What follows belongs to an exercise in optimizing a design on an open flow for small area; a production flow would make more cautious choices.
The RTL was checked by simulation tests, not by an equivalence proof against the original design.
No activity file was given, so power comes from the tool's default toggle rates.

== run 1 ==
## gpio_top
module gpio_top
(
   input  logic                          PCLK,
   input  logic                          PRESETN,
   input  logic                          psel_i,
   input  logic                          penable_i,
   input  logic                          pwrite_i,
   input  logic [gpio_pkg::ADDR_W-1:0]   paddr_i,
   input  logic [gpio_pkg::DATA_W-1:0]   pwdata_i,
   input  gpio_pkg::pins_t               gpio_in_i,
   output logic [gpio_pkg::DATA_W-1:0]   prdata_o,
   output logic                          pready_o,
   output logic                          pslverr_o,
   output gpio_pkg::pins_t               gpio_out_o,
   output gpio_pkg::pins_t               gpio_oe_o,
   output gpio_pkg::pins_t               int_o,
   output logic                          int_or_o
);
Size: roughly 1,700 cells after synthesis, roughly 210 I/O pins.
export LEC_CHECK = 0
export ABC_AREA = 1
export CAP_MARGIN = 0
export CORE_MARGIN = 2
export CORE_UTILIZATION = 60
export PLACE_DENSITY = 0.8
export SLEW_MARGIN = 0
create_clock -name core_clock -period 10.0 [get_ports {PCLK}]
standard.sh (not shown) runs the stock make flow with config.mk's settings and CLKGATE_MAP_FILE= SYNTH_SCRIPT=/design/flow/synth_recipe.tcl, a recipe that flattens the netlist after the stock synthesis.
==> flow/flow/run.sh <==
#!/bin/bash
# Standard ORFS layout (standard.sh) with these changes:
#  - synthesis maps the logic with flow/abc_area.script (ABC_AREA=1 picks it up);
#    the rest of synthesis is the standard script, so the registers are the same
#  - after synthesis, flow/mux_a22o.py rewrites 2:1 muxes that share a select as
#    and-or cells with one shared inverter (combinational cells only)
#  - ports are buffered with the smallest buffer (buf_1)
#  - clock tree: larger sink clusters, no dummy loads (flow/cts_args)
set -euo pipefail
W=$(pwd)
R=$W/orfs/results/sky130hd/gpio_top/base
rm -rf "$W/scripts_alt"
cp -r "$FLOW_HOME/scripts" "$W/scripts_alt"
cp "$W/flow/abc_area.script" "$W/scripts_alt/abc_area.script"
bash standard.sh "SCRIPTS_DIR=$W/scripts_alt" synth > "$W/synth.log" 2>&1
cp "$R/1_2_yosys.v" "$W/1_2_yosys_abc.v"
python3 "$W/flow/mux_a22o.py" "$W/1_2_yosys_abc.v" "$R/1_2_yosys.v" > "$W/mux_a22o.log" 2>&1
rm -f "$R/1_synth.odb" "$R/1_synth.sdc"
bash standard.sh synth > "$W/synth_odb.log" 2>&1
bash standard.sh "BUFFER_PORTS_ARGS=-buffer_cell sky130_fd_sc_hd__buf_1" \
   "CTS_ARGS=$(cat "$W/flow/cts_args")" finish > "$W/layout.log" 2>&1
test -f "$W/out/final.def"
==> flow/flow/cts_args <==
-sink_clustering_enable -repair_clock_nets -dont_use_dummy_load -buf_list sky130_fd_sc_hd__clkbuf_16 -sink_clustering_size 30 -sink_clustering_max_diameter 100
Other scripts of this flow, unchanged in this note and not shown: flow/flow/abc_area.script, flow/flow/mux_a22o.py
The following lists how run 2 was set up differently from run 1:
==> flow/flow/cts_args <==
-sink_clustering_enable -repair_clock_nets -dont_use_dummy_load -buf_list sky130_fd_sc_hd__clkbuf_16 -sink_clustering_size 30 -sink_clustering_max_diameter 90
-- flow/config.mk --
<<< run 1, line 12
export PLACE_DENSITY = 0.8
>>> run 2, line 12
export PLACE_DENSITY = 0.9
==> comparison <==
- Run 2 has less setup slack than run 1.
- Summary of run 2 over run 1: final layout net count now sits at about the same level, clock power +about 0.7%, switching power of the nets higher, final critical delay including setup and external delays up 0.066 ns, final-layout fill cell count now smaller.
- Changes observed in run 2 relative to run 1: relative slew slack -8.6 points, maximum operating frequency -0.91%.
### run 2 -> run 3
==> flow/flow/cts_args <==
-sink_clustering_enable -repair_clock_nets -dont_use_dummy_load -buf_list sky130_fd_sc_hd__clkbuf_16 -sink_clustering_size 28 -sink_clustering_max_diameter 100
[summary]
Diff run 3..run 2 | number of inverters outside the clock class in the layout | negligible
Met1 track demand over resource in global routing: run 3 and run 2 compared, higher one is run 2
On post-route cell area, run 3 tracks run 2 almost exactly.
Compared with run 2, run 3 shows clock buffer count from CTS higher by 2.
Compared with run 2, run 3 is hungrier on power.
[compare] base=run 2 new=run 3: setup slack shows a reduction of 0.012 ns, first-pass GRT wire length neither gained nor lost much.
diff inputs: run 3 => run 4
==> flow/flow/cts_args <==
-sink_clustering_enable -repair_clock_nets -dont_use_dummy_load -buf_list sky130_fd_sc_hd__clkbuf_16 -sink_clustering_size 26 -sink_clustering_max_diameter 100
-- flow/config.mk --
<<< run 3, line 12
export PLACE_DENSITY = 0.9
>>> run 4, line 12
export PLACE_DENSITY = 0.8
--- outcome ---
- Run 3 → run 4: residual DRC count held steady, setup slack of the critical path after layout grew by 0.038 ns, logic depth of the worst setup path including buffers shrank by 1.

========
== P ==
Another version of the RTL of gpio_top (not shown whole).
Size in the first run: ~1700 cells after synthesis, roughly 210 I/O pins.
Settings: LEC_CHECK=0, ABC_AREA=1, CAP_MARGIN=0, CORE_MARGIN=2, CORE_UTILIZATION=60, SLEW_MARGIN=0; clock period 10.0 ns.
==> flow/flow/cts_args <==
-sink_clustering_enable -repair_clock_nets -dont_use_dummy_load -buf_list sky130_fd_sc_hd__clkbuf_16 -sink_clustering_size 22 -sink_clustering_max_diameter 100
Scripts as last shown in full above: flow/flow/run.sh
Other scripts of this flow, unchanged in this note and not shown: flow/flow/abc_area.script, flow/flow/mux_a22o.py
Both conditions hold for P: the flow ran to the end and the final layout passed the timing, DRC and antenna checks.
Input changes introduced in Q (baseline for comparison: P):
==> flow/flow/cts_args <==
-sink_clustering_enable -repair_clock_nets -dont_use_dummy_load -buf_list sky130_fd_sc_hd__clkbuf_16 -sink_clustering_size 26 -sink_clustering_max_diameter 100
diff --git a/flow/config.mk b/flow/config.mk
--- a/flow/config.mk
+++ b/flow/config.mk
@@ -11,0 +12 @@
+export PLACE_DENSITY = 0.8
Results
Of the two candidates, P has the better wire length and Q the worse one. Q vs. P: global-route usage over all layers higher, number of global-route vias before repair grew by 386.

========
build 68:
The RTL this note starts from:
==> flow/design.v <==
package gpio_pkg;
   localparam int NUM_PINS = 32;
   localparam int DATA_W   = 32;
   localparam int ADDR_W   = 8;
   typedef logic [NUM_PINS-1:0] pins_t;
   function automatic logic [2:0] type_enc(input logic [2:0] t);
      case (t)
         3'd0:    type_enc = 3'b000;
         3'd1:    type_enc = 3'b001;
         3'd2:    type_enc = 3'b100;
         3'd3:    type_enc = 3'b010;
         3'd4:    type_enc = 3'b110;
         3'd5:    type_enc = 3'b101;
         3'd6:    type_enc = 3'b011;
         default: type_enc = 3'b111;
      endcase
   endfunction
   function automatic logic [2:0] type_dec(input logic [2:0] e);
      case (e)
         3'b000:  type_dec = 3'd0;
         3'b001:  type_dec = 3'd1;
         3'b100:  type_dec = 3'd2;
         3'b010:  type_dec = 3'd3;
         3'b110:  type_dec = 3'd4;
         3'b101:  type_dec = 3'd5;
         3'b011:  type_dec = 3'd6;
         default: type_dec = 3'd7;
      endcase
   endfunction
endpackage
`timescale 1ns/1ps
module gpio_in_sync
(
   input  logic        PCLK,
   input  logic        PRESETN,
   input  logic [31:0] gpio_in_i,
   output logic [31:0] s2_o,
   output logic [31:0] s3_o
);
   logic [31:0] stage1_q;
   logic [31:0] stage2_q;
   logic [31:0] stage3_q;
   always_ff @(posedge PCLK or negedge PRESETN)
   begin
      if (!PRESETN)
      begin
         stage1_q <= '0;
         stage2_q <= '0;
         stage3_q <= '0;
      end
      else
      begin
         stage1_q <= gpio_in_i;
         stage2_q <= stage1_q;
         stage3_q <= stage2_q;
      end
   end
   assign s2_o = stage2_q;
   assign s3_o = stage3_q;
endmodule
`timescale 1ns/1ps
module gpio_top
(
   input  logic                          PCLK,
   input  logic                          PRESETN,
   input  logic                          psel_i,
   input  logic                          penable_i,
   input  logic                          pwrite_i,
   input  logic [gpio_pkg::ADDR_W-1:0]   paddr_i,
   input  logic [gpio_pkg::DATA_W-1:0]   pwdata_i,
   input  gpio_pkg::pins_t               gpio_in_i,
   output logic [gpio_pkg::DATA_W-1:0]   prdata_o,
   output logic                          pready_o,
   output logic                          pslverr_o,
   output gpio_pkg::pins_t               gpio_out_o,
   output gpio_pkg::pins_t               gpio_oe_o,
   output gpio_pkg::pins_t               int_o,
   output logic                          int_or_o
);
   logic [7:0]   cfg_q [32];
   logic [31:0]  gpout_q;
   logic [31:0]  irq_q;
   logic [31:0]  flag_q;
   logic [31:0]  s2;
   logic [31:0]  s3;
   logic         wr_en;
   logic         cfg_hit;
   logic [31:0]  pin_sel;
   logic [31:0]  cfg_we;
   logic [7:0]   wcfg;
   logic [7:0]   cfg_rd;
   logic         type_chg;
   logic         irq_wr;
   logic         irq_clr_any;
   logic [31:0]  lvl_int;
   logic [31:0]  set;
   logic [31:0]  gpin;
   assign pready_o  = 1'b1;
   assign pslverr_o = 1'b0;
   gpio_in_sync i_gpio_in_sync
   (
      .PCLK       (PCLK),
      .PRESETN    (PRESETN),
      .gpio_in_i  (gpio_in_i),
      .s2_o       (s2),
      .s3_o       (s3)
   );
   assign wr_en   = psel_i & penable_i & pwrite_i;
   assign cfg_hit = (paddr_i <= 8'h7C);
   always_comb
      for (int i = 0; i < 32; i++)
      begin
         pin_sel[i] = cfg_hit & (paddr_i[6:2] == 5'(i));
         cfg_we[i]  = wr_en & pin_sel[i];
      end
   assign wcfg = {gpio_pkg::type_enc(pwdata_i[7:5]), pwdata_i[4:0]};
   always_ff @(posedge PCLK or negedge PRESETN)
      if (!PRESETN)
         for (int i = 0; i < 32; i++)
            cfg_q[i] <= '0;
      else
         for (int i = 0; i < 32; i++)
            if (cfg_we[i])
               cfg_q[i] <= wcfg;
   always_ff @(posedge PCLK or negedge PRESETN)
      if (!PRESETN)
         gpout_q <= '0;
      else if (wr_en && (paddr_i == 8'hA0))
         gpout_q <= pwdata_i;
   always_comb
   begin
      cfg_rd = '0;
      for (int i = 0; i < 32; i++)
         cfg_rd = cfg_rd | (pin_sel[i] ? cfg_q[i] : 8'h00);
   end
   assign type_chg = ~wcfg[3] | (wcfg[7:5] != cfg_rd[7:5]);
   assign irq_wr      = wr_en & (paddr_i == 8'h80);
   assign irq_clr_any = irq_wr & (|pwdata_i);
   always_comb
      for (int i = 0; i < 32; i++)
      begin
         lvl_int[i] = cfg_q[i][3] & ~cfg_q[i][7] & ~cfg_q[i][6] & (s3[i] ^ cfg_q[i][5]);
         set[i]     = cfg_q[i][3] & ~cfg_q[i][5] &
                      ((cfg_q[i][7] & s2[i] & ~s3[i]) | (cfg_q[i][6] & ~s2[i] & s3[i]));
         int_o[i]   = flag_q[i] | lvl_int[i];
         gpio_out_o[i] = gpout_q[i] & cfg_q[i][0];
         gpio_oe_o[i]  = cfg_q[i][2] & cfg_q[i][0];
         gpin[i]       = s3[i] & cfg_q[i][1];
      end
   assign int_or_o = |int_o;
   always_ff @(posedge PCLK or negedge PRESETN)
      if (!PRESETN)
         flag_q <= '0;
      else
         for (int i = 0; i < 32; i++)
            flag_q[i] <= ~(cfg_we[i] & type_chg) &
                         (set[i] | (flag_q[i] & ~(irq_wr & pwdata_i[i])));
   always_ff @(posedge PCLK or negedge PRESETN)
      if (!PRESETN)
         irq_q <= '0;
      else if (irq_clr_any)
         irq_q <= irq_q & ~pwdata_i;
      else
         irq_q <= int_o;
   always_comb
   begin
      prdata_o = {24'h0, cfg_rd[4:0]} | {24'h0, gpio_pkg::type_dec(cfg_rd[7:5]), 5'h0};
      case (paddr_i)
         8'h80:   prdata_o = irq_q;
         8'h90:   prdata_o = gpin;
         8'hA0:   prdata_o = gpout_q;
         default: ;
      endcase
   end
endmodule
clock: 10.0 ns
lec_check: 0
abc_area: 1
cap_margin: 20
core_margin: 2
core_utilization: 40
cts_buf_list: sky130_fd_sc_hd__clkbuf_4
slew_margin: 20
run.sh (not shown) runs the stock make flow with config.mk's settings and CLKGATE_MAP_FILE= SYNTH_SCRIPT=/design/flow/synth_recipe.tcl, a recipe that flattens the netlist after the stock synthesis.
Stock flow here: none of the scripts above is used.
Build 68: all stages complete, timing, DRC and antenna checks passed
Here is what was changed in the inputs of build 8 compared with build 68.
==> flow/flow/run.sh (new file) <==
#!/bin/bash
# Standard ORFS layout (standard.sh) with these changes:
#  - synthesis maps the logic with flow/abc_area.script (ABC_AREA=1 picks it up);
#    the rest of synthesis is the standard script, so the registers are the same
#  - ports are buffered with the smallest buffer (buf_1)
#  - clock tree: larger sink clusters, no dummy loads (flow/cts_args)
set -euo pipefail
W=$(pwd)
rm -rf "$W/scripts_alt"
cp -r "$FLOW_HOME/scripts" "$W/scripts_alt"
cp "$W/flow/abc_area.script" "$W/scripts_alt/abc_area.script"
bash standard.sh "SCRIPTS_DIR=$W/scripts_alt" synth > "$W/synth.log" 2>&1
bash standard.sh "BUFFER_PORTS_ARGS=-buffer_cell sky130_fd_sc_hd__buf_1" \
   "CTS_ARGS=$(cat "$W/flow/cts_args")" finish > "$W/layout.log" 2>&1
test -f "$W/out/final.def"
==> flow/flow/abc_area.script (new file) <==
strash
&get -n
&st
&synch2
&if -K 6
&mfs
&st
&dch
&nf -R 1000
&put
topo
stime -c
==> flow/flow/cts_args (new file) <==
-sink_clustering_enable -repair_clock_nets -dont_use_dummy_load -buf_list sky130_fd_sc_hd__clkbuf_16 -sink_clustering_size 30 -sink_clustering_max_diameter 120
==> flow/standard.sh (new file) <==
#!/bin/bash
# synth_recipe.tcl (not shown) runs the flow's synth.tcl, then flattens the netlist and writes it again
# the make line also repeats each setting of config.mk as NAME=value (left out here)
make -C /OpenROAD-flow-scripts/flow DESIGN_CONFIG=/design/flow/config.mk WORK_HOME=/design/flow/orfs CLKGATE_MAP_FILE= SYNTH_SCRIPT=/design/flow/synth_recipe.tcl "${@:-finish}"
--- a/flow/config.mk
+++ b/flow/config.mk
@@ -10,4 +10,3 @@
 export CORE_MARGIN = 2
 export CORE_UTILIZATION = 40
-export CTS_BUF_LIST = sky130_fd_sc_hd__clkbuf_4
 export SLEW_MARGIN = 20
removed: flow/run.sh
--- outcome ---
- Sequential power, build 8 and build 68: smaller value in build 8
- Between build 8 and build 68, it is build 8 whose synthesized netlist net count is lower, by about 30%.
- In the tables for build 8 and build 68, highest achievable clock rate reads lower with build 68.
- Layout filler cell count: build 8 and build 68 compared, lower one is build 8
- Area of all placed cells without fillers (build 8 vs. build 68) decreases by more than 10%
- Compared with build 68, build 8 shows a lower post-route fraction of the period consumed by the critical path.
- Looking at global-route usage, build 8 sits 2.4 points below build 68.
- Fraction of area in registers | build 8 above build 68
- The higher transition at the pin with the smallest max-transition slack of build 8 and build 68 is in build 68.
[inputs] build 66 vs build 8
==> flow/run.sh (new file) <==
#!/bin/bash
# synth_recipe.tcl (not shown) runs the flow's synth.tcl, then flattens the netlist and writes it again
# the make line also repeats each setting of config.mk as NAME=value (left out here)
make -C /OpenROAD-flow-scripts/flow DESIGN_CONFIG=/design/flow/config.mk WORK_HOME=/design/flow/orfs CLKGATE_MAP_FILE= SYNTH_SCRIPT=/design/flow/synth_recipe.tcl finish
--- a/flow/config.mk
+++ b/flow/config.mk
@@ -9,4 +9,5 @@
 export CAP_MARGIN = 20
 export CORE_MARGIN = 2
-export CORE_UTILIZATION = 40
+export CORE_UTILIZATION = 55
+export CTS_BUF_LIST = sky130_fd_sc_hd__clkbuf_2 sky130_fd_sc_hd__clkbuf_4
 export SLEW_MARGIN = 20
removed: flow/flow/run.sh
removed: flow/flow/abc_area.script
removed: flow/flow/cts_args
removed: flow/standard.sh
### Flow results
Layout overhead on the synthesized area was higher in the run labelled build 66. Total clock network power (build 8 / build 66): 0.57. Core utilization: build 66 higher than build 8. Cell area after layout on build 66 is behind build 8. Compared with build 8, in build 66 relative contribution of sequential cells to total power now sits lower; proportion of cell area occupied by registers fell by 6.6 points; overall power consumption increased 35%. Build 8 and build 66 ended up with roughly the same hold slack.

==> static timing again, ports no longer ideal <==
How much do the figures lean on ideal ports? The routed layouts below were timed once more, with nothing changed but the port constraints. Step 1 sets driving cells, clkbuf_16 on the clock port and buf_2 on the other inputs (assumed; they add their load-dependent delay and slew). Step 2 adds t to the input delays and takes it off the output delays; t is the mean of the earliest and latest rising clock arrival at the registers after step 1. Input paths then give back, and output paths get back, about the clock's delay inside the block. Slacks: no drivers / after step 1 / after step 2; pairs: no drivers / after step 1.
| run | t, ns | slack for setup (ns) | hold WS [ns] | latest minus earliest clock arrival (ns) |
|---|---|---|---|---|
| run 1 | 0.599 | 2.874 / 2.808 / 2.808 | 0.352 / 0.352 / 0.352 | 0.043 / 0.043 |
| run 2 | 0.599 | 2.809 / 2.740 / 2.740 | 0.352 / 0.352 / 0.352 | 0.023 / 0.024 |
| run 3 | 0.580 | 2.796 / 2.737 / 2.737 | 0.346 / 0.346 / 0.346 | 0.086 / 0.085 |
| run 4 | 0.595 | 2.835 / 2.773 / 2.773 | 0.345 / 0.345 / 0.345 | 0.040 / 0.040 |
| P | 0.607 | 2.687 / 2.595 / 2.595 | 0.347 / 0.347 / 0.347 | 0.044 / 0.043 |
| Q | 0.594 | 2.371 / 2.347 / 2.347 | 0.349 / 0.349 / 0.349 | 0.057 / 0.056 |
| build 68 | 0.955 | 1.385 / 1.340 / 1.340 | 0.342 / 0.342 / 0.342 | 0.087 / 0.088 |
| build 8 | 0.605 | 2.822 / 2.736 / 2.736 | 0.342 / 0.342 / 0.342 | 0.041 / 0.042 |
| build 66 | 0.900 | 1.832 / 1.799 / 1.799 | 0.342 / 0.342 / 0.342 | 0.064 / 0.064 |
After both steps every run listed still meets setup and hold. The setup slack of P, which loses most, moves by -0.092 ns with the drivers and by -0.092 ns with both steps.
